Context: an optimization exercise on an open-source flow, tuned for small area, a short achievable clock period and few clock cycles per item. The choices shown serve that exercise and are no tape-out recipe. Function was checked by simulation only, so behaviour that the tests miss may differ from the original. Power is estimated from default activity; no workload was simulated.

$ cat design/flow/design.v
package rsc_pkg;
    localparam int STACK_DEPTH_DEF = 16;
endpackage
module rsc_add #(
    parameter int N = 32
) (
    input  logic [N-1:0] a,
    input  logic [N-1:0] b,
    input  logic         ci,
    output logic [N-1:0] s,
    output logic         co
);
    localparam int L = $clog2(N + 1);
    logic [N:0] g, p, gg, pp;
    always_comb begin
        g = {a & b, ci};
        p = {a ^ b, 1'b0};
        gg = g;
        pp = p;
        for (int l = 0; l < L; l++) begin
            for (int i = 0; i <= N; i++) begin
                if (((i >> l) & 1) == 1) begin
                    gg[i] = gg[i] | (pp[i] & gg[((i >> l) << l) - 1]);
                    pp[i] = pp[i] & pp[((i >> l) << l) - 1];
                end
            end
        end
    end
    assign s  = p[N:1] ^ gg[N-1:0];
    assign co = gg[N];
endmodule
module rpn_stack_calculator_top #(
    parameter int STACK_DEPTH = rsc_pkg::STACK_DEPTH_DEF
) (
    input  logic        i_clk,
    input  logic        i_rst_n,
    input  logic        i_in_valid,
    output logic        o_in_ready,
    input  logic [2:0]  i_req_type,
    input  logic [31:0] i_operand_value,
    output logic        o_out_valid,
    input  logic        i_out_ready,
    output logic [31:0] o_result_value,
    output logic [31:0] o_top_value,
    output logic [4:0]  o_stack_depth,
    output logic [2:0]  o_status
);
    localparam int MB = 8;           
    localparam int NI = 32 / MB;     
    localparam int W  = 32 + MB;     
    localparam logic [2:0] U_IDLE = 3'd0, U_MIT = 3'd1, U_MF1 = 3'd2, U_DIT = 3'd3, U_FIN = 3'd4;
    logic [31:0] r_t, r_s;
    logic [31:0] r_mem [14];
    logic [4:0]  r_d;
    logic        q_v, s_v;
    logic [2:0]  q_t, s_t;
    logic [31:0] q_op;
    logic        r_ov, r_ir;
    logic [2:0]  r_st;
    logic        r_rf;
    logic [2:0]  r_u;
    logic [31:0] r_a, r_b, r_cs, r_cc;
    logic        r_cin, r_sgn, r_sa, r_sat;
    logic [15:0] r_pc;
    logic [4:0]  r_ic;
    logic busy, take, out_free, exec, q_free;
    assign busy     = (r_u != U_IDLE);
    assign take     = i_in_valid & r_ir;
    assign out_free = ~r_ov | i_out_ready;
    assign exec     = q_v & ~busy & out_free;
    assign q_free   = ~q_v | exec;
    logic full, few, is_push, is_bin, is_add, is_sub, is_mul, is_div, is_pow;
    assign full    = r_d[4];
    assign few     = (r_d[4:1] == 4'd0);
    assign is_push = (q_t == 3'd0);
    assign is_add  = (q_t == 3'd1);
    assign is_sub  = (q_t == 3'd2);
    assign is_mul  = (q_t == 3'd3);
    assign is_div  = (q_t == 3'd4);
    assign is_pow  = (q_t == 3'd5);
    assign is_bin  = is_add | is_sub | is_mul | is_div | is_pow;
    logic [32:0] as;
    logic        as_co, as_sat, t_zero, s_zero, pow_triv;
    logic [31:0] as_q, dz_q, pt_q;
    rsc_add #(33) u_as (.a({r_s[31], r_s}), .b({r_t[31], r_t} ^ {33{q_t[1]}}), .ci(q_t[1]), .s(as), .co(as_co));
    assign as_sat  = as[32] ^ as[31];
    assign as_q    = as_sat ? {as[32], {31{~as[32]}}} : as[31:0];
    assign t_zero  = (r_t == 32'd0);
    assign s_zero  = (r_s == 32'd0);
    assign dz_q    = s_zero ? 32'd0 : {r_s[31], {31{~r_s[31]}}};
    assign pow_triv = ($signed(r_t) <= $signed(32'h0001_0000));
    assign pt_q    = t_zero ? 32'h0001_0000 : r_s;
    logic [31:0] abs_s, abs_t;
    assign abs_s = r_s[31] ? 32'(-r_s) : r_s;
    assign abs_t = r_t[31] ? 32'(-r_t) : r_t;
    logic        div_esat;
    assign div_esat = (r_ic == 5'd0) && (r_a[31:16] == 16'd0) && (r_cs[15:0] >= r_a[15:0]);
    logic [15:0] pow_n1;
    assign pow_n1 = r_t[31:16] + {15'd0, |r_t[15:0]} - 16'd1;
    logic [31:0] rd3;
    always_comb begin
        rd3 = '0;
        for (int i = 0; i < 14; i++) begin
            rd3 = rd3 | (r_mem[i] & {32{r_d == 5'(i + 3)}});
        end
    end
    logic push_ok, bin_ok, multi, single, res_ok;
    logic [31:0] t_new;
    logic [2:0]  st_new;
    assign push_ok = is_push & ~full;
    assign bin_ok  = is_bin & ~few;
    assign multi   = bin_ok & (is_mul | (is_div & ~t_zero) | (is_pow & ~pow_triv));
    assign single  = ~multi;
    assign res_ok  = push_ok | bin_ok;
    always_comb begin
        t_new  = r_t;
        st_new = 3'd0;
        if (is_push) begin
            if (full) st_new = 3'd2;
            else      t_new  = q_op;
        end else if (is_bin) begin
            if (few) begin
                st_new = 3'd1;
            end else if (is_add | is_sub) begin
                t_new  = as_q;
                st_new = as_sat ? 3'd4 : 3'd0;
            end else if (is_div) begin
                t_new  = dz_q;
                st_new = 3'd3;
            end else begin
                t_new  = pt_q;
            end
        end
    end
    logic [W-1:0] pp [MB];
    logic [W-1:0] m_s, m_c;
    logic [MB:0]  m_lo;
    always_comb begin
        for (int k = 0; k < MB; k++) pp[k] = r_b[k] ? (W'(r_a) << k) : '0;
    end
    function automatic logic [2*W-1:0] csa(input logic [W-1:0] x, input logic [W-1:0] y, input logic [W-1:0] z);
        logic [W-1:0] s, c;
        s = x ^ y ^ z;
        c = ((x & y) | (x & z) | (y & z)) << 1;
        csa = {s, c};
    endfunction
    generate
        if (MB == 8) begin : g_m8
            logic [W-1:0] a0, a1, b0, b1, c0, c1, d0, d1, e0, e1, f0, f1, g0, g1, h0, h1;
            always_comb begin
                {a0, a1} = csa(W'(r_cs), W'(r_cc), pp[0]);
                {b0, b1} = csa(pp[1], pp[2], pp[3]);
                {c0, c1} = csa(pp[4], pp[5], pp[6]);
                {d0, d1} = csa(a0, a1, b0);
                {e0, e1} = csa(b1, c0, c1);
                {f0, f1} = csa(d0, d1, e0);
                {g0, g1} = csa(f0, f1, e1);
                {h0, h1} = csa(g0, g1, pp[7]);
                m_s = h0;
                m_c = h1;
            end
        end else begin : g_m4
            logic [W-1:0] a0, a1, b0, b1, c0, c1, d0, d1;
            always_comb begin
                {a0, a1} = csa(W'(r_cs), W'(r_cc), pp[0]);
                {b0, b1} = csa(pp[1], pp[2], pp[3]);
                {c0, c1} = csa(a0, a1, b0);
                {d0, d1} = csa(c0, c1, b1);
                m_s = d0;
                m_c = d1;
            end
        end
    endgenerate
    assign m_lo = {1'b0, m_s[MB-1:0]} + {1'b0, m_c[MB-1:0]} + {{MB{1'b0}}, r_cin};
    logic [31:0] h;
    logic        h_co, m_sat;
    logic [31:0] m_mag;
    rsc_add #(32) u_h (.a(r_cs), .b(r_cc), .ci(r_cin), .s(h), .co(h_co));
    assign m_sat = r_sgn ? ((h[31:16] != 16'd0) || (h[15] && ({h[14:0], r_b[31:16]} != 31'd0)))
                         : (h[31:15] != 17'd0);
    assign m_mag = m_sat ? {r_sgn, {31{~r_sgn}}} : {h[15:0], r_b[31:16]};
    logic [15:0] m_nlo, m_nhi;
    logic [31:0] m_q;
    assign m_nlo = 16'(-r_b[31:16]);
    assign m_nhi = ~h[15:0] + {15'd0, (r_b[31:16] == 16'd0)};
    assign m_q   = m_sat ? {r_sgn, {31{~r_sgn}}} : (r_sgn ? {m_nhi, m_nlo} : {h[15:0], r_b[31:16]});
    logic [32:0] x1;
    logic [33:0] x2;
    logic [33:0] sub1;
    logic [35:0] suba, subb, cs_u, cs_v;
    logic        co1, coa, cob;
    logic        ge1, ge2;
    logic [31:0] r2;
    assign x1 = {r_cs, r_b[31]};
    assign x2 = {r_cs, r_b[31], r_b[30]};
    rsc_add #(34) u_d1 (.a({1'b0, x1}), .b(~{2'b0, r_a}), .ci(1'b1), .s(sub1), .co(co1));
    rsc_add #(36) u_da (.a({2'b0, x2}), .b(~{4'b0, r_a}), .ci(1'b1), .s(suba), .co(coa));
    always_comb begin
        logic [35:0] o0, o1, o2;
        o0 = {2'b0, x2};
        o1 = ~{3'b0, r_a, 1'b0};
        o2 = ~{4'b0, r_a};
        cs_u = o0 ^ o1 ^ o2;
        cs_v = {((o0[34:0] & o1[34:0]) | (o0[34:0] & o2[34:0]) | (o1[34:0] & o2[34:0])), 1'b1};
    end
    rsc_add #(36) u_db (.a(cs_u), .b(cs_v), .ci(1'b1), .s(subb), .co(cob));
    logic [31:0] xs, sk_d;
    logic        sk_co, skip8;
    assign xs = {r_cs[23:0], r_b[31:24]};
    rsc_add #(32) u_dk (.a(xs), .b(~r_a), .ci(1'b1), .s(sk_d), .co(sk_co));
    assign skip8 = (r_cs[31:24] == 8'd0) & ~sk_co & (r_ic <= 5'd12);
    assign ge1 = ~sub1[33];
    assign ge2 = ge1 ? ~subb[35] : ~suba[35];
    always_comb begin
        case ({ge1, ge2})
            2'b11:   r2 = subb[31:0];
            2'b10:   r2 = {sub1[30:0], r_b[30]};
            2'b01:   r2 = suba[31:0];
            default: r2 = x2[31:0];
        endcase
    end
    logic        f_sat;
    logic [31:0] f_q;
    assign f_sat = r_sgn ? (r_b[31] & (|r_b[30:0])) : r_b[31];
    assign f_q   = f_sat ? {r_sgn, {31{~r_sgn}}} : (r_sgn ? 32'(-r_b) : r_b);
    logic fin;
    assign fin = (r_u == U_FIN);
    logic q_v_nx, s_v_nx, busy_nx;
    assign q_v_nx  = q_free ? (s_v | take) : 1'b1;
    assign s_v_nx  = ~q_free & (s_v | take);
    assign busy_nx = (exec & multi) | (busy & ~fin & ~((r_u == U_MF1) & (r_pc == 16'd1)));
    always_ff @(posedge i_clk) begin
        if (!i_rst_n) begin
            r_d  <= '0;
            r_t  <= '0;
            r_ov <= 1'b0;
            r_ir <= 1'b1;
            q_v  <= 1'b0;
            s_v  <= 1'b0;
            r_u  <= U_IDLE;
        end else begin
            if (q_free) begin
                if (s_v) begin
                    q_v  <= 1'b1;
                    q_t  <= s_t;
                    q_op <= r_a;
                    s_v  <= 1'b0;
                end else if (take) begin
                    q_v  <= 1'b1;
                    q_t  <= i_req_type;
                    q_op <= i_operand_value;
                end else begin
                    q_v  <= 1'b0;
                end
            end else if (take) begin
                s_v <= 1'b1;
                s_t <= i_req_type;
                r_a <= i_operand_value;
            end
            r_ir <= ~s_v_nx & ~(busy_nx & q_v_nx);
            if (r_ov && i_out_ready) r_ov <= 1'b0;
            if (exec && single) begin
                r_ov <= 1'b1;
                r_st <= st_new;
                r_rf <= res_ok;
                r_t  <= t_new;
            end
            if (exec) begin
                if (push_ok) begin
                    r_s <= r_t;
                    r_d <= r_d + 5'd1;
                end
                if (bin_ok) begin
                    r_s <= rd3;
                    r_d <= r_d - 5'd1;
                end
                if (multi) begin
                    r_cs  <= '0;
                    r_cc  <= '0;
                    r_cin <= 1'b0;
                    r_sat <= 1'b0;
                    r_ic  <= '0;
                    r_sa  <= r_s[31];
                    if (is_div) begin
                        r_a   <= abs_t;
                        r_cs  <= {16'd0, abs_s[31:16]};
                        r_b   <= {abs_s[15:0], 16'd0};
                        r_sgn <= r_s[31] ^ r_t[31];
                        r_u   <= U_DIT;
                    end else begin
                        r_a   <= abs_s;
                        r_b   <= is_pow ? abs_s : abs_t;
                        r_sgn <= is_pow ? 1'b0 : (r_s[31] ^ r_t[31]);
                        r_pc  <= is_pow ? pow_n1 : 16'd1;
                        r_u   <= U_MIT;
                    end
                end
            end
            case (r_u)
                U_MIT: begin
                    r_cs  <= 32'(m_s >> MB);
                    r_cc  <= 32'(m_c >> MB);
                    r_cin <= m_lo[MB];
                    r_b   <= {m_lo[MB-1:0], r_b[31:MB]};
                    r_ic  <= r_ic + 4'd1;
                    if (r_ic == 4'(NI - 1)) r_u <= U_MF1;
                end
                U_MF1: begin
                    r_b   <= m_mag;
                    r_sat <= r_sat | m_sat;
                    r_cs  <= '0;
                    r_cc  <= '0;
                    r_cin <= 1'b0;
                    r_ic  <= '0;
                    if (r_pc == 16'd1) begin
                        r_t  <= m_q;
                        r_rf <= 1'b1;
                        r_st <= (r_sat | m_sat) ? 3'd4 : 3'd0;
                        r_ov <= 1'b1;
                        r_u  <= U_IDLE;
                    end else begin
                        r_pc  <= r_pc - 16'd1;
                        r_sgn <= r_sgn ^ r_sa;
                        r_u   <= U_MIT;
                    end
                end
                U_DIT: begin
                    if (div_esat) begin
                        r_b <= 32'hFFFF_FFFF;
                        r_u <= U_FIN;
                    end else if (skip8) begin
                        r_cs <= xs;
                        r_b  <= {r_b[23:0], 8'd0};
                        r_ic <= r_ic + 5'd4;
                        if (r_ic == 5'd12) r_u <= U_FIN;
                    end else begin
                        r_cs <= r2;
                        r_b  <= {r_b[29:0], ge1, ge2};
                        r_ic <= r_ic + 5'd1;
                        if (r_ic == 5'd15) r_u <= U_FIN;
                    end
                end
                U_FIN: begin
                    r_t   <= f_q;
                    r_rf  <= 1'b1;
                    r_st  <= (r_sat | f_sat) ? 3'd4 : 3'd0;
                    r_ov  <= 1'b1;
                    r_u   <= U_IDLE;
                end
                default: ;
            endcase
        end
    end
    always_ff @(posedge i_clk) begin
        for (int i = 0; i < 14; i++) begin
            if (exec && push_ok && r_d == 5'(i + 2)) r_mem[i] <= r_s;
        end
    end
    assign o_in_ready     = r_ir;
    assign o_out_valid    = r_ov;
    assign o_result_value = r_rf ? r_t : 32'd0;
    assign o_top_value    = r_t;
    assign o_stack_depth  = r_d;
    assign o_status       = r_st;
endmodule
$ cat design/flow/constraint.sdc
create_clock -name core_clock -period 10.0 [get_ports {i_clk}]
set_input_delay 2.0000 -clock core_clock [delete_from_list [all_inputs] [get_ports {i_clk}]]
set_output_delay 2.0000 -clock core_clock [all_outputs]
set_load 0.01 [all_outputs]
$ cat design/flow/run.sh
#!/bin/bash
# synth_recipe.tcl (not shown) runs the flow's synth.tcl, then flattens the netlist and writes it again
# the make line also repeats each setting of config.mk as NAME=value (left out here)
make -C /OpenROAD-flow-scripts/flow DESIGN_CONFIG=/design/flow/config.mk WORK_HOME=/design/flow/orfs CLKGATE_MAP_FILE= SYNTH_SCRIPT=/design/flow/synth_recipe.tcl finish
$ cat design/flow/config.mk
export PLATFORM = sky130hd
export DESIGN_NAME = rpn_stack_calculator_top
export DESIGN_NICKNAME = rpn_stack_calculator_top
export VERILOG_FILES = /design/flow/design.v
export SDC_FILE = /design/flow/constraint.sdc
export NUM_CORES = 4
export LEC_CHECK = 0
export CAP_MARGIN = 35
export CORE_MARGIN = 2
export CORE_UTILIZATION = 40
export SETUP_SLACK_MARGIN = 5
export SLEW_MARGIN = 35
==> out/qor.txt, run 1 <==
Max Cap Violations -> 0
Final period util -> 49.9%
total negative slack -> 0 ps
Post-synth ARST share -> 0%
most numerous cell in the Yosys netlist -> edfxtp_1
VDD IR-drop max -> 0.000125 V
Routed WL -> 214,000 um
internal power -> 6.18 mW
post-synthesis sequential area ratio -> 39.8%
Req. time, crit path -> 10,430 ps
IO buf count -> 112
most common flop cell mapped by yosys -> edfxtp_1
Post-Syn Area -> 53,200 um2
Final min period -> 4990 ps
Clock Path Buffers -> 3
max incr delay on CP -> 700 ps
# IOs -> 113
r2r setup slk -> 5010 ps
die width -> 369 um
RSZ-0062 raised after global routing -> true
root buf cell -> clkbuf_16
Leak -> 22.7 nW
Combinational Power Share -> 31.5%
CP Launch Type -> flop
sequential cell fraction of total power -> 36.3%
final setup fails -> 0
die area -> 136,000 um2
critical path type -> reg -> reg
Initial Utilization -> 40.4%
placed instance count -> 6,963
clock tree from TritonCTS -> built
NetSw -> 3.20 mW
nets -> 6,047
Mean Syn Cell Area -> 10.1 um2
RR Endpoint -> r_cs[13]
share of the synthesized area in the top cell type -> 38.1%
Synthesized Nets -> 5,849
Worst-Margin Slew -> 909 ps
cts bufs inserted -> 81
Slew Limit Fails -> 0
worst r2r src -> r_s[3]
core area -> 132,000 um2
Core Rows -> 133
drt pass-1 iters -> 7
Clk pwr share -> 32.2%
height of the die -> 369 um
Reg2Reg Depth -> 11
worst skew pair latency -> 700 ps
GRT Total Usage -> 30.6%
gpl congestion -> 0.975
CP Max Fanout -> 21
number of global-route vias before repair -> 43,900
commonest cells in the netlist -> edfxtp_1, nor2_1, nand2_1
CP max-delay cell -> nor4_1
Min-Delay Startpoint -> s_t[0]
Netlist cell types -> 99
clk sink count -> 719
Avg Vias per Cell -> 6.29
clock-pin slew of the registers on the worst-case setup and hold paths -> 60 ps
Yosys reg bits -> 719
clock skew -> 30.7 ps
PD cells -> 152 nW/um2
# H-tree levels -> 3
GRT overflow -> 0
global-route wire length before repair -> 306,000 um
Fmax -> 200 MHz
share of cells above drive strength 1 -> 12.9%
Final Hold Vio Count -> 0
hpwl dp -> 148,000 um
Yosys top cell by area -> edfxtp_1
crit-path cells -> buf_4 > or4_1 > nor4_1 > nand3_1 > or4_4 > o31ai_1 > xor2_2 > o22ai_1 > a22o_1 > a21oi_1 > o211ai_1
Mapped Cells -> 5,260
critical path launch point -> r_s[3]
1st-iter DRT viols -> 6,083
worst hold path depth -> 1
crit path DAT -> 5420 ps
drt drc -> 0
Layout area overhead -> 15.8%
fin cells -> 7,282
max_slew headroom -> 38.9%
post-layout util -> 46.8%
initial antenna violation count -> 6
via count -> 45,800
dominant cells by area after synthesis -> edfxtp_1, fa_1, ha_1
antenna-violating nets left -> 0
outcome -> complete, no violations
critical path endpoint category -> flop
Min-Delay Endpoint -> q_t[0]
largest net degree at the start of global routing -> 74
Hold WC Path Type -> reg -> reg
WL/cell -> 29.4 um
warnings from Yosys -> 7
sw frac -> 34.1%
EDFF count, synth -> 675
worst max path at each step:
stage	to	slack, ps	depth (start not counted)
finish	r_cs[13]	5010	11
global route	r_t[27]	4830	22
CTS	r_b[31]	4970	14
detailed placement	r_t[27]	3730	20
global placement	r_t[27]	3860	20
floorplan	r_mem[12][0]	4530	6
what timing repair did:
item,4_1_cts,5_1_grt
setup endpoints to repair,95,85
gates resized for setup,71,122
hold buffers,0,0
buffers inserted,63,96
cloned,1,7
pin swaps,11,53
critical path: cells and delay by family, from the launching register on:
| kind | cells | cell delay [ps] |
|---|---|---|
| xor gates and xnor gates | 1 | 550 |
| AOI/OAI and AO/OA | 5 | 1330 |
| buffers and inverters | 1 | 250 |
| DFF | 1 | 450 |
| and+or+nand+nor | 4 | 2130 |
per-layer routing:
layer | global-route usage (%) | share of wire, % | vias to the layer above
met2 | 48.5 | 46 | 2760
met5 | 0.499 | 0.059 | -
li1 | - | - | 19600
met3 | 5.32 | 10 | 616
met1 | 40.6 | 39 | 22800
met4 | 14.6 | 5.7 | 8
cells in the final DEF, fill, tap and decap left out, drive strengths merged, types with 30 or more instances in the layout:
cell type / n
o21ai: 255
edfxtp: 675
fa: 300
or3: 37
nand3: 95
xnor2: 115
nor2b: 36
a31oi: 78
a21oi: 353
a22oi: 164
nand2b: 36
mux2: 49
ha: 250
inv: 337
nand4: 43
xor2: 158
and3: 43
clkdlybuf4s50: 111
o211ai: 52
clkinv: 38
a22o: 31
a221oi: 71
and2: 158
o31ai: 59
nor2: 478
dfxtp: 44
a211oi: 61
nor3: 101
clkbuf: 111
nand2: 394
buf: 310
clkinvlp: 30
nor4: 43
mux2i: 37
a21o: 54
layout make-up:
| cell class | count | area [um2] |
|---|---|---|
| fill | 12300 | 70100 |
| multi-input combinational | 3864 | 30300 |
| sequential | 719 | 21200 |
| timing repair buffer | 427 | 3770 |
| tap | 1755 | 2200 |
| clock buffer | 105 | 2150 |
| inverter | 364 | 1480 |
| clock inverter | 45 | 489 |
| timing repair inverter | 1 | 5.00 |
| antenna | 2 | 5.00 |
state kept, by name, indices dropped and copies added (netlist names), 5 cells and up:
signal and count:
r_pc 16, r_mem 448, r_cs 32, q_op 32
r_d 5, r_ic 5, r_t 32, r_b 32
r_a 32, r_s 32, r_cc 32
stage by stage:
step | worst slack [ps] | power [mW] | hold slack [ps] | area, um2
after floorplan | 4530 | 5.26 | 523 | 53200
after global placement | 3860 | 6.15 | 534 | 56600
after detailed placement | 3730 | 6.18 | 540 | 56700
after CTS | 4970 | 9.25 | 551 | 60100
after global routing | 4830 | 9.78 | 571 | 61600
final | 5010 | 9.37 | 548 | 61600
power by group through the flow:
stage	Sequential, mW	Combinational [mW]	Clock (mW)
floorplan	3.43	1.83	0
global placement	3.48	2.67	0
detailed placement	3.48	2.70	0
CTS	3.41	2.80	3.04
global route	3.40	3.23	3.15
finish	3.41	2.95	3.02
kinds of logic after synthesis:
logic type,count (synthesis),share of synthesized area [%]
AND/OR/NAND/NOR,1541,13.9
flip-flops,719,39.8
multiplexers,86,1.73
AO/OA/AOI/OAI,1411,17.9
buffers and inverters,678,4.96
XOR/XNOR,273,4.50
adder cells (fa/ha/maj),552,17.2
Testbench counts, summed over its fixed seeds: cycles 13,930, items 4,000.
==> run 2: changes to the inputs <==
--- a/design/flow/config.mk
+++ b/design/flow/config.mk
@@ -7,6 +7,7 @@
 export LEC_CHECK = 0
 export CAP_MARGIN = 35
 export CORE_MARGIN = 2
-export CORE_UTILIZATION = 40
+export CORE_UTILIZATION = 60
+export PLACE_DENSITY = 0.72
 export SETUP_SLACK_MARGIN = 5
 export SLEW_MARGIN = 35
==> out/qor.txt, run 2 <==
outcome -> complete, no violations (unchanged)
most numerous cell in the Yosys netlist -> edfxtp_1 (unchanged)
internal power -> 6.23 mW (was 6.18 mW)
Final period util -> 49.9% (about the same)
dominant cells by area after synthesis -> edfxtp_1, fa_1, ha_1 (unchanged)
post-synthesis sequential area ratio -> 39.8% (unchanged)
Clock Path Buffers -> 3 (unchanged)
Max Cap Violations -> 0 (unchanged)
worst hold path depth -> 1 (unchanged)
Yosys reg bits -> 719 (unchanged)
1st-iter DRT viols -> 6,671 (was 6,083)
clock tree from TritonCTS -> built (unchanged)
GRT overflow -> 0 (unchanged)
total negative slack -> 0 ps (unchanged)
Placed Area -> 55,900 um2 (was 56,700 um2)
hpwl dp -> 139,000 um (was 148,000 um)
most common cell after layout, fill and taps aside -> edfxtp_1 (unchanged)
gpl congestion -> 1.02 (was 0.975)
max_slew headroom -> 28.3% (was 38.9%)
IO buf count -> 112 (unchanged)
Slew Limit Fails -> 0 (unchanged)
most frequent CP cell -> nor3_1
worst skew pair latency -> 680 ps (was 700 ps)
via count -> 46,600 (was 45,800)
clk sink count -> 719 (unchanged)
Worst-Margin Slew -> 1070 ps (was 909 ps)
critical path endpoint category -> flop (unchanged)
# IOs -> 113 (unchanged)
Netlist cell types -> 99 (unchanged)
NetSw -> 3.18 mW (was 3.20 mW)
max incr delay on CP -> 750 ps (was 700 ps)
Post-Syn Area -> 53,200 um2 (unchanged)
core area -> 88,100 um2 (was 132,000 um2)
post-layout util -> 69.1% (was 46.8%)
commonest cells in the netlist -> edfxtp_1, nor2_1, nand2_1 (unchanged)
Mapped Cells -> 5,260 (unchanged)
GRT Total Usage -> 44.5% (was 30.6%)
Final min period -> 4990 ps (about the same)
routed wl met3 -> 24,500 um (was 21,400 um)
Post-synth ARST share -> 0% (unchanged)
number of global-route vias before repair -> 44,600 (was 43,900)
VDD IR-drop max -> 0.000174 V (was 0.000125 V)
share of the synthesized area in the top cell type -> 38.1% (unchanged)
RR Endpoint -> r_cs[11] (was r_cs[13])
worst r2r src -> r_a[28] (was r_s[3])
# H-tree levels -> 3 (unchanged)
final instance area -> 60,800 um2 (was 61,600 um2)
nets -> 6,058 (was 6,047)
DR top layer -> met4 (was met5)
height of the die -> 302 um (was 369 um)
CP max-delay cell -> nor3_1 (was nor4_1)
warnings from Yosys -> 7 (unchanged)
die width -> 302 um (was 369 um)
global-route wire length before repair -> 295,000 um (was 306,000 um)
cts bufs inserted -> 77 (was 81)
sequential cell fraction of total power -> 36.2% (was 36.3%)
critical path type -> reg -> reg (unchanged)
Leak -> 22.8 nW (was 22.7 nW)
clock-pin slew of the registers on the worst-case setup and hold paths -> 60 ps (about the same)
WL/cell -> 31.0 um (was 29.4 um)
Fmax -> 200 MHz (about the same)
share of cells above drive strength 1 -> 12.9% (about the same)
Combinational Power Share -> 32.0% (was 31.5%)
sw frac -> 33.8% (was 34.1%)
Metal-1 WL -> 71,500 um (was 83,100 um)
crit path DAT -> 5430 ps (was 5420 ps)
r2r setup slk -> 5010 ps (about the same)
Initial Utilization -> 60.4% (was 40.4%)
routed length on met2 -> 91,700 um (was 97,600 um)
EDFF count, synth -> 675 (unchanged)
Routed WL -> 207,000 um (was 214,000 um)
Mean Syn Cell Area -> 10.1 um2 (unchanged)
Clk pwr share -> 31.8% (was 32.2%)
Core Rows -> 109 (was 133)
crit-path cells -> inv_1 > ha_1 > nand3_1 > nor3_1 > nand4_1 > nor3_1 > o22ai_4 > or3_1 > a21oi_4 > o211ai_1 > o311ai_0 (was buf_4 > or4_1 > nor4_1 > nand3_1 > or4_4 > o31ai_1 > xor2_2 > o22ai_1 > a22o_1 > a21oi_1 > o211ai_1)
Req. time, crit path -> 10,430 ps (about the same)
Min-Delay Endpoint -> q_t[2] (was q_t[0])
final setup fails -> 0 (unchanged)
Reg2Reg Depth -> 11 (unchanged)
Hold WC Path Type -> reg -> reg (unchanged)
CP Launch Type -> flop (unchanged)
max reg flops -> 448 (unchanged)
most common flop cell mapped by yosys -> edfxtp_1 (unchanged)
CP Max Fanout -> 10 (was 21)
Avg Vias per Cell -> 6.96 (was 6.29)
RSZ-0062 raised after global routing -> true (unchanged)
Final Hold Vio Count -> 0 (unchanged)
CTS Hold Bufs -> 0 (unchanged)
initial antenna violation count -> 3 (was 6)
Min-Delay Startpoint -> s_t[2] (was s_t[0])
most frequent cells in the layout -> edfxtp_1, nor2_1, nand2_1 (unchanged)
Layout area overhead -> 14.4% (was 15.8%)
drt pass-1 iters -> 11 (was 7)
PD cells -> 155 nW/um2 (was 152 nW/um2)
Yosys top cell by area -> edfxtp_1 (unchanged)
Largest Register -> r_mem (unchanged)
largest net degree at the start of global routing -> 74 (unchanged)
die area -> 91,000 um2 (was 136,000 um2)
antenna-violating nets left -> 0 (unchanged)
clock skew -> 34.0 ps (was 30.7 ps)
Synthesized Nets -> 5,849 (unchanged)
drt drc -> 0 (unchanged)
root buf cell -> clkbuf_16 (unchanged)
run 2: changes by cell type in the layout (fill, tap and decap cells not counted), sizes merged:
cell,before,now
buf,310,326
clkbuf,111,101
clkinv,38,28
bufinv,5,9
inv,337,340
clkinvlp,30,28
bufbuf,0,1
diode,2,1
o21ai,255,254
or2,16,17
run 2: per-layer routing:
metal | global-route usage (%) | vias up
met4 | 31.6 | 0
li1 | - | 19700
met3 | 9.61 | 1001
met5 | 0 | -
met2 | 69.4 | 3517
met1 | 55.3 | 22400
run 2: stage by stage:
step / worst slack, ps / std cells / total power [mW] / hold slack [ps]
2_1_floorplan: 4530 / 5260 / 5.26 / 523
3_3_place_gp: 3460 / 6369 / 6.15 / 540
3_5_place_dp: 3390 / 6369 / 6.20 / 554
4_1_cts: 4930 / 6574 / 9.18 / 570
5_1_grt: 4890 / 6692 / 9.75 / 587
6_report: 5010 / 6693 / 9.41 / 566
run 2: power by group through the flow:
| stage | clock, mW | combinational, mW | sequential [mW] |
|---|---|---|---|
| after CTS | 2.97 | 2.81 | 3.41 |
| after floorplan | 0 | 1.83 | 3.43 |
| after detailed placement | 0 | 2.72 | 3.48 |
| after global placement | 0 | 2.67 | 3.48 |
| final | 2.99 | 3.01 | 3.41 |
| after global routing | 3.08 | 3.27 | 3.41 |
run 2: cell families (layout without fill, tap and decap cells):
logic type                 after synthesis  after routing  synth area share (%)
AOI/OAI and AO/OA                     1411           1411                  17.9
xor gates and xnor gates               273            273                  4.50
adders and majority gates              552            552                  17.2
buffers and inverters                  678            944                  4.96
DFF                                    719            719                  39.8
muxes                                   86             86                  1.73
other                                    0              1                     0
and+or+nand+nor                       1541           1542                  13.9
run 2: how the worst max path moves through the flow:
stage	start	endpoint	slack [ps]	cells after the start
6_report	r_a[28]	r_cs[11]	5010	11
3_5_place_dp	q_t[1]	r_t[27]	3390	20
2_1_floorplan	i_out_ready	r_mem[12][0]	4530	6
5_1_grt	q_t[1]	r_t[25]	4890	19
3_3_place_gp	q_t[1]	r_t[27]	3460	20
4_1_cts	q_t[1]	r_t[20]	4930	21
run 2: worst max-delay path, delay by kind of cell, from the launching register on:
family / cells / cell delay [ps]
AOI/OAI and AO/OA: 4 / 1130
adders and majority gates: 1 / 430
buffers and inverters: 1 / 380
DFF: 1 / 550
and+or+nand+nor: 5 / 2260
run 2: cell type report:
type	count	area (um2)
sequential	719	21200
clock inverter	41	536
timing repair buffer	443	3910
clock buffer	96	2050
tap	1165	1460
fill	6769	27300
multi-input combinational	3864	30300
antenna	1	2.50
inverter	364	1480
run 2: repair_timing:
item                       CTS  global route
gates resized for setup     78           110
pin swaps                   11            52
buffers inserted            67           113
setup endpoints to repair  100            90
cloned                       1             5
==> run 3: changes to the inputs <==
--- a/design/flow/config.mk
+++ b/design/flow/config.mk
@@ -7,7 +7,7 @@
 export LEC_CHECK = 0
 export CAP_MARGIN = 35
 export CORE_MARGIN = 2
-export CORE_UTILIZATION = 60
-export PLACE_DENSITY = 0.72
+export CORE_UTILIZATION = 40
+export CTS_BUF_LIST = sky130_fd_sc_hd__clkbuf_8
 export SETUP_SLACK_MARGIN = 5
 export SLEW_MARGIN = 35
==> out/qor.txt, run 3 <==
gpl congestion -> 0.975 (was 1.02)
CP Max Fanout -> 64 (was 10)
fin cells -> 7,359 (was 6,693)
WP buf/inv -> 2 (was 1)
max_slew headroom -> 29.6% (was 28.3%)
# H-tree levels -> 3 (unchanged)
worst r2r src -> r_a[31] (was r_a[28])
CTS Hold Bufs -> 0 (unchanged)
1st-iter DRT viols -> 6,219 (was 6,671)
Layout area overhead -> 15.0% (was 14.4%)
GRT overflow -> 0 (unchanged)
critical path launch point -> r_a[31] (was r_a[28])
final setup fails -> 0 (unchanged)
initial antenna violation count -> 5 (was 3)
# IOs -> 113 (unchanged)
VDD IR-drop max -> 0.000106 V (was 0.000174 V)
core area -> 132,000 um2 (was 88,100 um2)
placed instance count -> 6,963 (was 6,369)
Clock Path Buffers -> 3 (unchanged)
die width -> 369 um (was 302 um)
dominant cells by area after synthesis -> edfxtp_1, fa_1, ha_1 (unchanged)
clk sink count -> 719 (unchanged)
share of the synthesized area in the top cell type -> 38.1% (unchanged)
via count -> 46,100 (was 46,600)
most numerous cell in the Yosys netlist -> edfxtp_1 (unchanged)
RR Endpoint -> r_b[24] (was r_cs[11])
Worst-Margin Slew -> 1050 ps (was 1070 ps)
Hold WC Path Type -> reg -> reg (unchanged)
IO buf count -> 112 (unchanged)
Max Cap Violations -> 0 (unchanged)
crit-path cells -> inv_1 > ha_1 > or4_1 > a31oi_1 > nand4_1 > a211o_1 > a41o_1 > o22ai_4 > buf_4 > mux2_2 > a221oi_1 > a21oi_1 (was inv_1 > ha_1 > nand3_1 > nor3_1 > nand4_1 > nor3_1 > o22ai_4 > or3_1 > a21oi_4 > o211ai_1 > o311ai_0)
antenna-violating nets left -> 0 (unchanged)
clock tree from TritonCTS -> built (unchanged)
Fmax -> 201 MHz (was 200 MHz)
worst setup path endpoint -> r_b[24] (was r_cs[11])
clock skew -> 45.2 ps (was 34.0 ps)
Avg Vias per Cell -> 6.27 (was 6.96)
Post-synth ARST share -> 0% (unchanged)
worst skew pair latency -> 820 ps (was 680 ps)
die area -> 136,000 um2 (was 91,000 um2)
r2r setup slk -> 5030 ps (was 5010 ps)
max reg flops -> 448 (unchanged)
nets -> 6,091 (was 6,058)
post-synthesis sequential area ratio -> 39.8% (unchanged)
CP top delay family -> compound AO/OA/AOI/OAI gates (was simple AND/OR/NAND/NOR gates)
most common cell after layout, fill and taps aside -> edfxtp_1 (unchanged)
PnR worst setup slack -> 5030 ps (was 5010 ps)
Req. time, crit path -> 10,550 ps (was 10,430 ps)
Yosys top cell by area -> edfxtp_1 (unchanged)
drt pass-1 iters -> 7 (was 11)
most frequent cells in the layout -> edfxtp_1, nor2_1, nand2_1 (unchanged)
commonest cells in the netlist -> edfxtp_1, nor2_1, nand2_1 (unchanged)
cts bufs inserted -> 120 (was 77)
critical path endpoint category -> flop (unchanged)
RSZ-0062 raised after global routing -> true (unchanged)
Mean Syn Cell Area -> 10.1 um2 (unchanged)
root buf cell -> clkbuf_8 (was clkbuf_16)
max incr delay on CP -> 760 ps (was 750 ps)
Slew Limit Fails -> 0 (unchanged)
post-layout util -> 46.5% (was 69.1%)
CP max-delay cell -> buf_4 (was nor3_1)
largest net degree at the start of global routing -> 74 (unchanged)
Final Hold Vio Count -> 0 (unchanged)
global-route wire length before repair -> 307,000 um (was 295,000 um)
Core Rows -> 133 (was 109)
number of global-route vias before repair -> 44,500 (was 44,600)
drt drc -> 0 (unchanged)
Synthesized Nets -> 5,849 (unchanged)
Post-Place Setup Slack -> 3730 ps (was 3390 ps)
Routed WL -> 215,000 um (was 207,000 um)
Reg2Reg Depth -> 12 (was 11)
share of cells above drive strength 1 -> 13.4% (was 12.9%)
Final period util -> 49.7% (was 49.9%)
Mapped Cells -> 5,260 (unchanged)
WP depth -> 12 (was 11)
most common flop cell mapped by yosys -> edfxtp_1 (unchanged)
hpwl dp -> 148,000 um (was 139,000 um)
Netlist cell types -> 99 (unchanged)
total negative slack -> 0 ps (unchanged)
CP Launch Type -> flop (unchanged)
Largest Register -> r_mem (unchanged)
GRT Total Usage -> 30.6% (was 44.5%)
Post-Syn Area -> 53,200 um2 (unchanged)
Initial Utilization -> 40.4% (was 60.4%)
Final min period -> 4970 ps (was 4990 ps)
clock-pin slew of the registers on the worst-case setup and hold paths -> 60 ps (about the same)
Yosys reg bits -> 719 (unchanged)
warnings from Yosys -> 7 (unchanged)
WL/cell -> 29.2 um (was 31.0 um)
outcome -> complete, no violations (unchanged)
crit path DAT -> 5530 ps (was 5430 ps)
PD cells -> 145 nW/um2 (was 155 nW/um2)
Leak -> 22.8 nW (about the same)
height of the die -> 369 um (was 302 um)
EDFF count, synth -> 675 (unchanged)
critical path type -> reg -> reg (unchanged)
-- run 3: cell types whose count changed in the layout (fill, tap and decap cells not counted), sizes merged, moves of 2 or more --
cell      before  now
inv          340  386
clkbuf       101  129
clkinv        28   43
buf          326  316
bufinv         9    2
diode          1    4
clkinvlp      28   30
-- run 3: cell type report --
class	count	area [um2]
antenna	4	10.0
clock buffer	123	1690
clock inverter	97	520
fill	12300	70500
inverter	364	1480
multi-input combinational	3864	30300
sequential	719	21200
tap	1755	2200
timing repair buffer	433	3790
-- run 3: logic make-up after synthesis --
family / count (synthesis) / synth area share (%)
buffers and inverters: 678 / 4.96
XOR/XNOR: 273 / 4.50
multiplexers: 86 / 1.73
flip-flops: 719 / 39.8
adder cells (fa/ha/maj): 552 / 17.2
AND/OR/NAND/NOR: 1541 / 13.9
AO/OA/AOI/OAI: 1411 / 17.9
-- run 3: where the power goes --
part           internal (mW)  switching (mW)
Sequential              3.32          0.0875
Combinational           1.19            1.77
Clock                   1.21            1.30
Total                   5.72            3.15
-- run 3: worst min path at each step --
stage,endpoint,start,cells after the start
2_1_floorplan,q_t[2],s_t[2],1
3_3_place_gp,q_t[0],s_t[0],1
3_5_place_dp,q_t[0],s_t[0],1
4_1_cts,q_t[0],s_t[0],1
5_1_grt,q_t[0],s_t[0],1
6_report,q_t[0],s_t[0],1
-- run 3: per-stage QoR --
step / power, mW / hold WS (ps) / cell area [um2]
after floorplan: 5.26 / 523 / 53200
after global placement: 6.15 / 534 / 56600
after detailed placement: 6.18 / 540 / 56700
after CTS: 8.74 / 554 / 59800
after global routing: 9.29 / 577 / 61200
final: 8.87 / 554 / 61200
-- run 3: routing by layer --
layer	vias up	share of wire (%)	GRT usage (%)
met3	592	10	6.22
met1	23000	39	40.0
li1	19800	-	-
met2	2775	46	48.4
met5	-	0.011	0
met4	4	5.5	15.2
-- run 3: timing repair --
item / 4_1_cts / 5_1_grt
buffers inserted: 78 / 88
pin swaps: 12 / 49
gates resized for setup: 78 / 102
cloned: 1 / 5
setup endpoints to repair: 95 / 85
==> run 4: changes to the inputs <==
--- a/design/flow/design.v
+++ b/design/flow/design.v
@@ -60,7 +60,7 @@
     logic        r_rf;
     logic [2:0]  r_u;
     logic [31:0] r_a, r_b, r_cs, r_cc;
-    logic        r_cin, r_sgn, r_sa, r_sat;
+    logic        r_cin, r_sgn, r_sa, r_sat, r_tz, r_sz, r_tr, r_dz;
     logic [15:0] r_pc;
     logic [4:0]  r_ic;
     logic busy, take, out_free, exec, q_free;
@@ -81,15 +81,13 @@
     assign is_bin  = is_add | is_sub | is_mul | is_div | is_pow;
     logic [32:0] as;
     logic        as_co, as_sat, t_zero, s_zero, pow_triv;
-    logic [31:0] as_q, dz_q, pt_q;
+    logic [31:0] as_q;
     rsc_add #(33) u_as (.a({r_s[31], r_s}), .b({r_t[31], r_t} ^ {33{q_t[1]}}), .ci(q_t[1]), .s(as), .co(as_co));
     assign as_sat  = as[32] ^ as[31];
     assign as_q    = as_sat ? {as[32], {31{~as[32]}}} : as[31:0];
     assign t_zero  = (r_t == 32'd0);
     assign s_zero  = (r_s == 32'd0);
-    assign dz_q    = s_zero ? 32'd0 : {r_s[31], {31{~r_s[31]}}};
     assign pow_triv = ($signed(r_t) <= $signed(32'h0001_0000));
-    assign pt_q    = t_zero ? 32'h0001_0000 : r_s;
     logic [31:0] abs_s, abs_t;
     assign abs_s = r_s[31] ? 32'(-r_s) : r_s;
     assign abs_t = r_t[31] ? 32'(-r_t) : r_t;
@@ -109,7 +107,7 @@
     logic [2:0]  st_new;
     assign push_ok = is_push & ~full;
     assign bin_ok  = is_bin & ~few;
-    assign multi   = bin_ok & (is_mul | (is_div & ~t_zero) | (is_pow & ~pow_triv));
+    assign multi   = bin_ok & (is_mul | is_div | is_pow);
     assign single  = ~multi;
     assign res_ok  = push_ok | bin_ok;
     always_comb begin
@@ -121,14 +119,9 @@
         end else if (is_bin) begin
             if (few) begin
                 st_new = 3'd1;
-            end else if (is_add | is_sub) begin
+            end else begin
                 t_new  = as_q;
                 st_new = as_sat ? 3'd4 : 3'd0;
-            end else if (is_div) begin
-                t_new  = dz_q;
-                st_new = 3'd3;
-            end else begin
-                t_new  = pt_q;
             end
         end
     end
@@ -281,6 +274,10 @@
                     r_sat <= 1'b0;
                     r_ic  <= '0;
                     r_sa  <= r_s[31];
+                    r_tz  <= t_zero;
+                    r_sz  <= s_zero;
+                    r_tr  <= is_pow & pow_triv;
+                    r_dz  <= 1'b0;
                     if (is_div) begin
                         r_a   <= abs_t;
                         r_cs  <= {16'd0, abs_s[31:16]};
@@ -298,12 +295,19 @@
             end
             case (r_u)
                 U_MIT: begin
-                    r_cs  <= 32'(m_s >> MB);
-                    r_cc  <= 32'(m_c >> MB);
-                    r_cin <= m_lo[MB];
-                    r_b   <= {m_lo[MB-1:0], r_b[31:MB]};
-                    r_ic  <= r_ic + 4'd1;
-                    if (r_ic == 4'(NI - 1)) r_u <= U_MF1;
+                    r_tr <= 1'b0;
+                    if (r_tr) begin
+                        r_b   <= r_tz ? 32'h0001_0000 : r_a;
+                        r_sgn <= ~r_tz & r_sa;
+                        r_u   <= U_FIN;
+                    end else begin
+                        r_cs  <= 32'(m_s >> MB);
+                        r_cc  <= 32'(m_c >> MB);
+                        r_cin <= m_lo[MB];
+                        r_b   <= {m_lo[MB-1:0], r_b[31:MB]};
+                        r_ic  <= r_ic + 5'd1;
+                        if (r_ic == 5'(NI - 1)) r_u <= U_MF1;
+                    end
                 end
                 U_MF1: begin
                     r_b   <= m_mag;
@@ -325,7 +329,11 @@
                     end
                 end
                 U_DIT: begin
-                    if (div_esat) begin
+                    if ((r_ic == 5'd0) && r_tz) begin
+                        r_b  <= {32{~r_sz}};
+                        r_dz <= 1'b1;
+                        r_u  <= U_FIN;
+                    end else if (div_esat) begin
                         r_b <= 32'hFFFF_FFFF;
                         r_u <= U_FIN;
                     end else if (skip8) begin
@@ -343,7 +351,7 @@
                 U_FIN: begin
                     r_t   <= f_q;
                     r_rf  <= 1'b1;
-                    r_st  <= (r_sat | f_sat) ? 3'd4 : 3'd0;
+                    r_st  <= r_dz ? 3'd3 : ((r_sat | f_sat) ? 3'd4 : 3'd0);
                     r_ov  <= 1'b1;
                     r_u   <= U_IDLE;
                 end
--- a/design/flow/config.mk
+++ b/design/flow/config.mk
@@ -5,9 +5,9 @@
 export SDC_FILE = /design/flow/constraint.sdc
 export NUM_CORES = 4
 export LEC_CHECK = 0
+export ABC_AREA = 1
 export CAP_MARGIN = 35
 export CORE_MARGIN = 2
 export CORE_UTILIZATION = 40
-export CTS_BUF_LIST = sky130_fd_sc_hd__clkbuf_8
 export SETUP_SLACK_MARGIN = 5
 export SLEW_MARGIN = 35
==> out/qor.txt, run 4 <==
drt pass-1 iters -> 7 (unchanged)
post-layout util -> 45.4% (was 46.5%)
VDD IR-drop max -> 0.000150 V (was 0.000106 V)
height of the die -> 377 um (was 369 um)
placed instance count -> 8,385 (was 6,963)
drt drc -> 0 (unchanged)
Hold WC Path Type -> reg -> reg (unchanged)
Max Cap Violations -> 0 (unchanged)
routed wl met3 -> 26,100 um (was 21,700 um)
EDFF count, synth -> 679 (was 675)
most common cell after layout, fill and taps aside -> nand2_1 (was edfxtp_1)
Avg Vias per Cell -> 5.86 (was 6.27)
Mean Syn Cell Area -> 8.32 um2 (was 10.1 um2)
CP Launch Type -> input pin (was flop)
critical path endpoint category -> flop (unchanged)
final setup fails -> 0 (unchanged)
Layout area overhead -> 12.5% (was 15.0%)
PnR worst setup slack -> 5080 ps (was 5030 ps)
Post-synth ARST share -> 0% (unchanged)
Slew Limit Fails -> 0 (unchanged)
warnings from Yosys -> 7 (unchanged)
gpl congestion -> 1.03 (was 0.975)
Filler cells -> 13,500 (was 12,300)
share of cells above drive strength 1 -> 6.83% (was 13.4%)
Synthesized Nets -> 7,264 (was 5,849)
total negative slack -> 0 ps (unchanged)
root buf cell -> clkbuf_16 (was clkbuf_8)
CP Max Fanout -> 67 (was 64)
die area -> 142,000 um2 (was 136,000 um2)
Req. time, crit path -> 10,420 ps (was 10,550 ps)
GRT overflow -> 0 (unchanged)
clk sink count -> 723 (was 719)
IO buf count -> 112 (unchanged)
clock skew -> 82.1 ps (was 45.2 ps)
Mapped Cells -> 6,675 (was 5,260)
Largest Register -> r_mem (unchanged)
routed length on met2 -> 97,000 um (was 97,800 um)
initial antenna violation count -> 12 (was 5)
number of global-route vias before repair -> 47,000 (was 44,500)
worst skew pair latency -> 740 ps (was 820 ps)
Post-Syn Area -> 55,600 um2 (was 53,200 um2)
Final period util -> 49.2% (was 49.7%)
crit-path cells -> clkdlybuf4s50_1 > nor2_1 > nor2_1 > and3_1 > inv_1 > nor2_4 > buf_12 > inv_2 > buf_6 > nor2_4 > buf_4 > inv_4 > a21oi_1 > o31ai_1 > o31ai_1 > inv_1 (was inv_1 > ha_1 > or4_1 > a31oi_1 > nand4_1 > a211o_1 > a41o_1 > o22ai_4 > buf_4 > mux2_2 > a221oi_1 > a21oi_1)
crit path DAT -> 5340 ps (was 5530 ps)
Fmax -> 203 MHz (was 201 MHz)
outcome -> complete, no violations (unchanged)
most common flop cell mapped by yosys -> edfxtp_1 (unchanged)
Metal-1 WL -> 87,800 um (was 83,200 um)
max reg flops -> 448 (unchanged)
antenna-violating nets left -> 0 (unchanged)
post-synthesis sequential area ratio -> 38.3% (was 39.8%)
fin cells -> 8,614 (was 7,359)
PD cells -> 230 nW/um2 (was 145 nW/um2)
1st-iter DRT viols -> 6,567 (was 6,219)
via count -> 50,500 (was 46,100)
# H-tree levels -> 3 (unchanged)
WL/cell -> 26.0 um (was 29.2 um)
max incr delay on CP -> 460 ps (was 760 ps)
most frequent cells in the layout -> nand2_1, inv_1, edfxtp_1 (was edfxtp_1, nor2_1, nand2_1)
most numerous cell in the Yosys netlist -> nand2_1 (was edfxtp_1)
critical path type -> in -> reg (was reg -> reg)
global-route wire length before repair -> 321,000 um (was 307,000 um)
Post-Place Setup Slack -> 3780 ps (was 3730 ps)
largest net degree at the start of global routing -> 133 (was 74)
Clock Path Buffers -> 3 (unchanged)
max_slew headroom -> 36.1% (was 29.6%)
Worst-Margin Slew -> 955 ps (was 1050 ps)
nets -> 7,340 (was 6,091)
CTS Hold Bufs -> 0 (unchanged)
Netlist cell types -> 62 (was 99)
Core Rows -> 136 (was 133)
# IOs -> 113 (unchanged)
hpwl dp -> 164,000 um (was 148,000 um)
CP max-delay cell -> clkdlybuf4s50_1 (was buf_4)
share of the synthesized area in the top cell type -> 36.7% (was 38.1%)
Final Hold Vio Count -> 0 (unchanged)
dominant cells by area after synthesis -> edfxtp_1, nand2_1, fa_1 (was edfxtp_1, fa_1, ha_1)
clock tree from TritonCTS -> built (unchanged)
GRT Total Usage -> 30.8% (was 30.6%)
core area -> 138,000 um2 (was 132,000 um2)
RSZ-0062 raised after global routing -> true (unchanged)
Initial Utilization -> 40.4% (about the same)
DR top layer -> met5 (unchanged)
cts bufs inserted -> 82 (was 120)
commonest cells in the netlist -> nand2_1, inv_1, edfxtp_1 (was edfxtp_1, nor2_1, nand2_1)
clock-pin slew of the registers on the worst-case setup and hold paths -> 60 ps (about the same)
Yosys top cell by area -> edfxtp_1 (unchanged)
Yosys reg bits -> 723 (was 719)
Leak -> 27.6 nW (was 22.8 nW)
Final min period -> 4920 ps (was 4970 ps)
Routed WL -> 224,000 um (was 215,000 um)
die width -> 377 um (was 369 um)
## run 4: timing repair
item,in CTS,in global routing
endpoints found under the setup margin,105,110
gates resized for setup,22,42
pin swaps,0,5
gates cloned,1,2
setup buffers,10,61
## run 4: worst max-delay path: cells and delay by family
family          cells  cell delay (ps)
buf+inv             8             1890
simple gates        5             1060
compound gates      3              340
## run 4: area by class of cell
| cell class | instances | area, um2 | area share, % |
|---|---|---|---|
| clock inverters | 44 | 537 | 0.859 |
| multi-input cells | 4618 | 29700 | 47.5 |
| flip-flops and latches | 723 | 21300 | 34.0 |
| well taps | 1794 | 2240 | 3.59 |
| repair inverters | 1 | 7.51 | 0.0120 |
| inverters | 1019 | 3860 | 6.18 |
| repair buffers | 306 | 2720 | 4.35 |
| clock buffers | 107 | 2190 | 3.50 |
| diodes | 2 | 5.00 | 0.00801 |
## run 4: final timing paths
| check | startpoint | endpoint | slack [ps] | depth (start not counted) |
|---|---|---|---|---|
| hold / removal | s_t[2] | q_t[2] | 480 | 2 |
| setup / recovery | i_out_ready | r_pc[13] | 5080 | 16 |
| setup reg to reg | r_cs[2] | r_b[14] | 5170 | 16 |
| hold reg to reg | s_t[2] | q_t[2] | 480 | 2 |
## run 4: through the flow
stage	total power, mW	area, um2	hold slack [ps]
after floorplan	8.45	55600	478
after global placement	10.9	58800	515
after detailed placement	11.0	58900	515
after CTS	14.1	61800	480
after global routing	15.2	62500	504
final	14.3	62500	476
## run 4: report_power, final
part	internal (mW)	switching, mW	total [mW]
registers	3.51	0.288	3.80
logic	2.66	4.79	7.46
clock network	1.73	1.36	3.09
total	7.90	6.44	14.3
## run 4: logic make-up after synthesis
kind of cell	count (synthesis)	synth area share, %
AOI/OAI and AO/OA	1154	12.7
xor gates and xnor gates	182	2.87
adders and majority gates	550	16.4
buffers and inverters	1336	9.14
DFF	723	38.3
and+or+nand+nor	2730	20.5
## run 4: metal layers
layer | vias to the layer above | GRT usage (%)
li1 | 22400 | -
met1 | 24500 | 40.7
met2 | 2993 | 46.9
met3 | 565 | 7.84
met4 | 12 | 15.2
met5 | - | 0
Testbench counts of run 4, summed over its fixed seeds: cycles 14,062, items 4,000.
==> run 5: changes to the inputs <==
--- a/design/flow/design.v
+++ b/design/flow/design.v
@@ -63,6 +63,7 @@
     logic        r_cin, r_sgn, r_sa, r_sat, r_tz, r_sz, r_tr, r_dz;
     logic [15:0] r_pc;
     logic [4:0]  r_ic;
+    logic [1:0]  r_nb;
     logic busy, take, out_free, exec, q_free;
     assign busy     = (r_u != U_IDLE);
     assign take     = i_in_valid & r_ir;
@@ -88,7 +89,15 @@
     assign t_zero  = (r_t == 32'd0);
     assign s_zero  = (r_s == 32'd0);
     assign pow_triv = ($signed(r_t) <= $signed(32'h0001_0000));
+    function automatic logic [1:0] nbyte(input logic [31:0] x);
+        nbyte = (x[31:24] != 8'd0) ? 2'd3 : (x[23:16] != 8'd0) ? 2'd2 : (x[15:8] != 8'd0) ? 2'd1 : 2'd0;
+    endfunction
     logic [31:0] abs_s, abs_t;
+    logic [1:0]  nb_s, nb_t;
+    logic        m_swap;
+    assign nb_s   = nbyte(abs_s);
+    assign nb_t   = nbyte(abs_t);
+    assign m_swap = (nb_s < nb_t);
     assign abs_s = r_s[31] ? 32'(-r_s) : r_s;
     assign abs_t = r_t[31] ? 32'(-r_t) : r_t;
     logic        div_esat;
@@ -169,14 +178,22 @@
     logic        h_co, m_sat;
     logic [31:0] m_mag;
     rsc_add #(32) u_h (.a(r_cs), .b(r_cc), .ci(r_cin), .s(h), .co(h_co));
-    assign m_sat = r_sgn ? ((h[31:16] != 16'd0) || (h[15] && ({h[14:0], r_b[31:16]} != 31'd0)))
-                         : (h[31:15] != 17'd0);
-    assign m_mag = m_sat ? {r_sgn, {31{~r_sgn}}} : {h[15:0], r_b[31:16]};
-    logic [15:0] m_nlo, m_nhi;
+    logic [47:0] m48;
+    always_comb begin
+        case (r_nb)
+            2'd3:    m48 = {h, r_b[31:16]};
+            2'd2:    m48 = {8'd0, h, r_b[31:24]};
+            2'd1:    m48 = {16'd0, h};
+            default: m48 = {24'd0, h[31:8]};
+        endcase
+    end
+    assign m_sat = r_sgn ? ((m48[47:32] != 16'd0) || (m48[31] && (m48[30:0] != 31'd0)))
+                         : (m48[47:31] != 17'd0);
+    assign m_mag = m_sat ? {r_sgn, {31{~r_sgn}}} : m48[31:0];
+    logic [1:0] nb_m;
+    assign nb_m = m_sat ? 2'd3 : nbyte(m48[31:0]);
     logic [31:0] m_q;
-    assign m_nlo = 16'(-r_b[31:16]);
-    assign m_nhi = ~h[15:0] + {15'd0, (r_b[31:16] == 16'd0)};
-    assign m_q   = m_sat ? {r_sgn, {31{~r_sgn}}} : (r_sgn ? {m_nhi, m_nlo} : {h[15:0], r_b[31:16]});
+    assign m_q   = m_sat ? {r_sgn, {31{~r_sgn}}} : (r_sgn ? 32'(-m48[31:0]) : m48[31:0]);
     logic [32:0] x1;
     logic [33:0] x2;
     logic [33:0] sub1;
@@ -285,8 +302,9 @@
                         r_sgn <= r_s[31] ^ r_t[31];
                         r_u   <= U_DIT;
                     end else begin
-                        r_a   <= abs_s;
-                        r_b   <= is_pow ? abs_s : abs_t;
+                        r_a   <= (~is_pow & m_swap) ? abs_t : abs_s;
+                        r_b   <= (is_pow | m_swap) ? abs_s : abs_t;
+                        r_nb  <= (is_pow | m_swap) ? nb_s : nb_t;
                         r_sgn <= is_pow ? 1'b0 : (r_s[31] ^ r_t[31]);
                         r_pc  <= is_pow ? pow_n1 : 16'd1;
                         r_u   <= U_MIT;
@@ -306,11 +324,12 @@
                         r_cin <= m_lo[MB];
                         r_b   <= {m_lo[MB-1:0], r_b[31:MB]};
                         r_ic  <= r_ic + 5'd1;
-                        if (r_ic == 5'(NI - 1)) r_u <= U_MF1;
+                        if (r_ic[1:0] == r_nb) r_u <= U_MF1;
                     end
                 end
                 U_MF1: begin
                     r_b   <= m_mag;
+                    r_nb  <= nb_m;
                     r_sat <= r_sat | m_sat;
                     r_cs  <= '0;
                     r_cc  <= '0;
--- a/design/flow/config.mk
+++ b/design/flow/config.mk
@@ -5,7 +5,6 @@
 export SDC_FILE = /design/flow/constraint.sdc
 export NUM_CORES = 4
 export LEC_CHECK = 0
-export ABC_AREA = 1
 export CAP_MARGIN = 35
 export CORE_MARGIN = 2
 export CORE_UTILIZATION = 40
==> out/qor.txt, run 5 <==
outcome -> complete, no violations (unchanged)
Final period util -> 54.7% (was 49.2%)
worst hold path depth -> 2 (unchanged)
sw frac -> 49.8% (was 44.9%)
max reg flops -> 448 (unchanged)
commonest cells in the netlist -> edfxtp_1, nand2_1, inv_1 (was nand2_1, inv_1, edfxtp_1)
CP top delay family -> compound AO/OA/AOI/OAI gates (was buffers and inverters)
via count -> 50,100 (was 50,500)
Req. time, crit path -> 10,570 ps (was 10,420 ps)
Combinational Power Share -> 67.2% (was 52.0%)
most common flop cell mapped by yosys -> edfxtp_1 (unchanged)
cts bufs inserted -> 82 (unchanged)
CP Max Fanout -> 9 (was 67)
most numerous cell in the Yosys netlist -> edfxtp_1 (was nand2_1)
RSZ-0062 raised after global routing -> true (unchanged)
hpwl dp -> 179,000 um (was 164,000 um)
Layout area overhead -> 18.6% (was 12.5%)
antenna-violating nets left -> 0 (unchanged)
global-route wire length before repair -> 355,000 um (was 321,000 um)
initial antenna violation count -> 12 (unchanged)
Avg Vias per Cell -> 6.51 (was 5.86)
clk sink count -> 725 (was 723)
GRT Total Usage -> 34.8% (was 30.8%)
internal power -> 10.8 mW (was 7.90 mW)
Post-Syn Area -> 55,600 um2 (about the same)
Placed Area -> 59,500 um2 (was 58,900 um2)
Yosys reg bits -> 725 (was 723)
Clk pwr share -> 14.1% (was 21.5%)
# IOs -> 113 (unchanged)
max incr delay on CP -> 520 ps (was 460 ps)
Largest Register -> r_mem (unchanged)
most frequent CP cell -> a21oi_1
WL/cell -> 33.1 um (was 26.0 um)
clock skew -> 56.5 ps (was 82.1 ps)
CP max-delay cell -> fa_2 (was clkdlybuf4s50_1)
warnings from Yosys -> 7 (unchanged)
post-layout util -> 47.9% (was 45.4%)
clock tree from TritonCTS -> built (unchanged)
most frequent cells in the layout -> edfxtp_1, nand2_1, buf_4 (was nand2_1, inv_1, edfxtp_1)
Leak -> 25.1 nW (was 27.6 nW)
critical path endpoint category -> flop (unchanged)
nets -> 6,410 (was 7,340)
Final min period -> 5470 ps (was 4920 ps)
sequential cell fraction of total power -> 18.7% (was 26.5%)
gpl congestion -> 1.01 (was 1.03)
Reg2Reg Depth -> 22 (was 16)
Routed WL -> 254,000 um (was 224,000 um)
max_slew headroom -> 31.0% (was 36.1%)
crit-path cells -> buf_12 > buf_12 > xor2_4 > ha_2 > or2_4 > a311o_1 > a2111o_1 > a31oi_4 > o221ai_2 > a211o_1 > a211oi_2 > o21bai_2 > a21o_1 > a21oi_2 > fa_2 > nand2_1 > nand2_2 > a21oi_1 > a21oi_1 > o21ai_2 > a21oi_1 > a21oi_1 (was clkdlybuf4s50_1 > nor2_1 > nor2_1 > and3_1 > inv_1 > nor2_4 > buf_12 > inv_2 > buf_6 > nor2_4 > buf_4 > inv_4 > a21oi_1 > o31ai_1 > o31ai_1 > inv_1)
critical path type -> reg -> reg (was in -> reg)
core area -> 138,000 um2 (unchanged)
die area -> 142,000 um2 (about the same)
final instance area -> 66,000 um2 (was 62,500 um2)
PD cells -> 326 nW/um2 (was 230 nW/um2)
Mean Syn Cell Area -> 10.0 um2 (was 8.32 um2)
1st-iter DRT viols -> 6,938 (was 6,567)
number of global-route vias before repair -> 47,300 (was 47,000)
Yosys top cell by area -> edfxtp_1 (unchanged)
Mapped Cells -> 5,559 (was 6,675)
VDD IR-drop max -> 0.000275 V (was 0.000150 V)
Fmax -> 183 MHz (was 203 MHz)
total negative slack -> 0 ps (unchanged)
Initial Utilization -> 40.4% (about the same)
die width -> 377 um (about the same)
WP depth -> 22 (was 16)
share of cells above drive strength 1 -> 16.3% (was 6.83%)
EDFF count, synth -> 681 (was 679)
Post-synth ARST share -> 0% (unchanged)
IO buf count -> 112 (unchanged)
crit path DAT -> 6030 ps (was 5340 ps)
Synthesized Nets -> 6,147 (was 7,264)
Max Cap Violations -> 0 (unchanged)
drt drc -> 0 (unchanged)
height of the die -> 377 um (about the same)
Slew Limit Fails -> 0 (unchanged)
Worst-Margin Slew -> 1030 ps (was 955 ps)
final setup fails -> 0 (unchanged)
WP buf/inv -> 2 (was 8)
Hold WC Path Type -> reg -> reg (unchanged)
CTS Hold Bufs -> 0 (unchanged)
NetSw -> 10.7 mW (was 6.44 mW)
largest net degree at the start of global routing -> 71 (was 133)
CP Launch Type -> flop (was input pin)
clock-pin slew of the registers on the worst-case setup and hold paths -> 60 ps (about the same)
Final Hold Vio Count -> 0 (unchanged)
dominant cells by area after synthesis -> edfxtp_1, fa_1, ha_1 (was edfxtp_1, nand2_1, fa_1)
worst skew pair latency -> 730 ps (was 740 ps)
GRT overflow -> 0 (unchanged)
Core Rows -> 136 (unchanged)
Netlist cell types -> 90 (was 62)
Clock Path Buffers -> 3 (unchanged)
most common cell after layout, fill and taps aside -> edfxtp_1 (was nand2_1)
post-synthesis sequential area ratio -> 38.4% (was 38.3%)
# H-tree levels -> 3 (unchanged)
share of the synthesized area in the top cell type -> 36.8% (was 36.7%)
root buf cell -> clkbuf_16 (unchanged)
drt pass-1 iters -> 8 (was 7)
run 5: final timing paths:
kind	slack, ps	start	end
worst max-delay path	4530	q_t[1]	r_t[13]
worst min-delay path	530	r_ov	r_ov
worst max register to register	4530	q_t[1]	r_t[13]
worst min register to register	530	r_ov	r_ov
run 5: cell families after synthesis:
group                      Yosys count  synth area share, %
AOI/OAI and AO/OA                 1526                 18.5
xor gates and xnor gates           265                 4.17
adders and majority gates          554                 16.5
buffers and inverters              748                 5.14
DFF                                725                 38.4
muxes                              204                 3.92
and+or+nand+nor                   1537                 13.4
run 5: per-stage QoR:
stage	hold slack [ps]	power, mW	cells	worst slack, ps
final	533	21.5	7686	4530
after global routing	579	22.7	7681	4380
after CTS	539	20.6	7583	4530
after detailed placement	531	16.9	7297	3470
after global placement	525	16.7	7295	3430
after floorplan	504	11.9	5559	4840
run 5: layout make-up:
cell class | instances | area, um2
clock buffer | 110 | 2170
timing repair buffer | 545 | 4880
tap | 1794 | 2240
sequential | 725 | 21300
multi-input combinational | 4088 | 33400
clock inverter | 39 | 469
fill | 12800 | 71700
antenna | 5 | 12.5
inverter | 380 | 1460
run 5: what timing repair did:
action,in CTS,in global routing
setup endpoints to repair,138,130
pin swaps,71,109
hold endpoints to repair,0,0
gates resized for setup,204,185
buffers inserted,132,90
gates cloned,5,7
run 5: power by group through the flow:
stage | clock, mW | sequential, mW | combinational [mW]
after floorplan | 0 | 3.95 | 7.99
after global placement | 0 | 4.22 | 12.5
after detailed placement | 0 | 4.21 | 12.7
after CTS | 3.03 | 4.00 | 13.5
after global routing | 3.16 | 4.01 | 15.5
final | 3.02 | 4.02 | 14.5
run 5: worst register-to-register path, cell delays in order, from the launching register on:
cell      delay (ps)
edfxtp_1         440
buf_12           160
buf_12           140
xor2_4           150
ha_2             210
or2_4            220
a311o_1          360
a2111o_1         430
a31oi_4          210
o221ai_2         140
a211o_1          300
a211oi_2         240
o21bai_2         120
a21o_1           170
a21oi_2          130
fa_2             520
nand2_1          210
nand2_2          230
a21oi_1          200
a21oi_1           80
o21ai_2          280
a21oi_1          120
a21oi_1          260
run 5: layer usage:
metal  track usage (%)  vias to the layer above  share of wire (%)
met5                 0                        -              0.012
met4              23.5                        6                8.5
met3              7.62                      858                 10
met2              53.8                     3263                 44
met1              43.6                    24900                 37
li1                  -                    21000                  -
Testbench counts of run 5, summed over its fixed seeds: cycles 13,008, items 4,000.

[separate check: timing with driven ports]
How much do the figures lean on ideal ports? The routed layouts below were timed once more, with nothing changed but the port constraints. Step 1 sets driving cells, clkbuf_16 on the clock port and buf_2 on the other inputs (assumed; they add their load-dependent delay and slew). Step 2 moves the port delays by t, midway between the first and last clock arrival at a register: inputs arrive t later, outputs are due t later. That takes back most of the time a late clock gives input paths. Three values: ideal ports, drivers, drivers and shift; two values: the first two.
run	shift t [ns]	setup WS [ns]	slew at the worst register clock pin (ns)
run 1	0.774	5.006 / 5.006 / 4.494	0.07 / 0.07
run 2	0.741	5.008 / 5.008 / 4.355	0.07 / 0.07
run 3	0.881	5.026 / 5.026 / 4.399	0.08 / 0.08
run 4	0.770	5.079 / 5.127 / 4.357	0.07 / 0.07
run 5	0.770	4.535 / 4.535 / 4.381	0.07 / 0.07
After both steps every run listed still meets setup and hold. For run 4, which loses most, drivers alone change the setup slack by +0.048 ns; drivers and shift together by -0.722 ns.
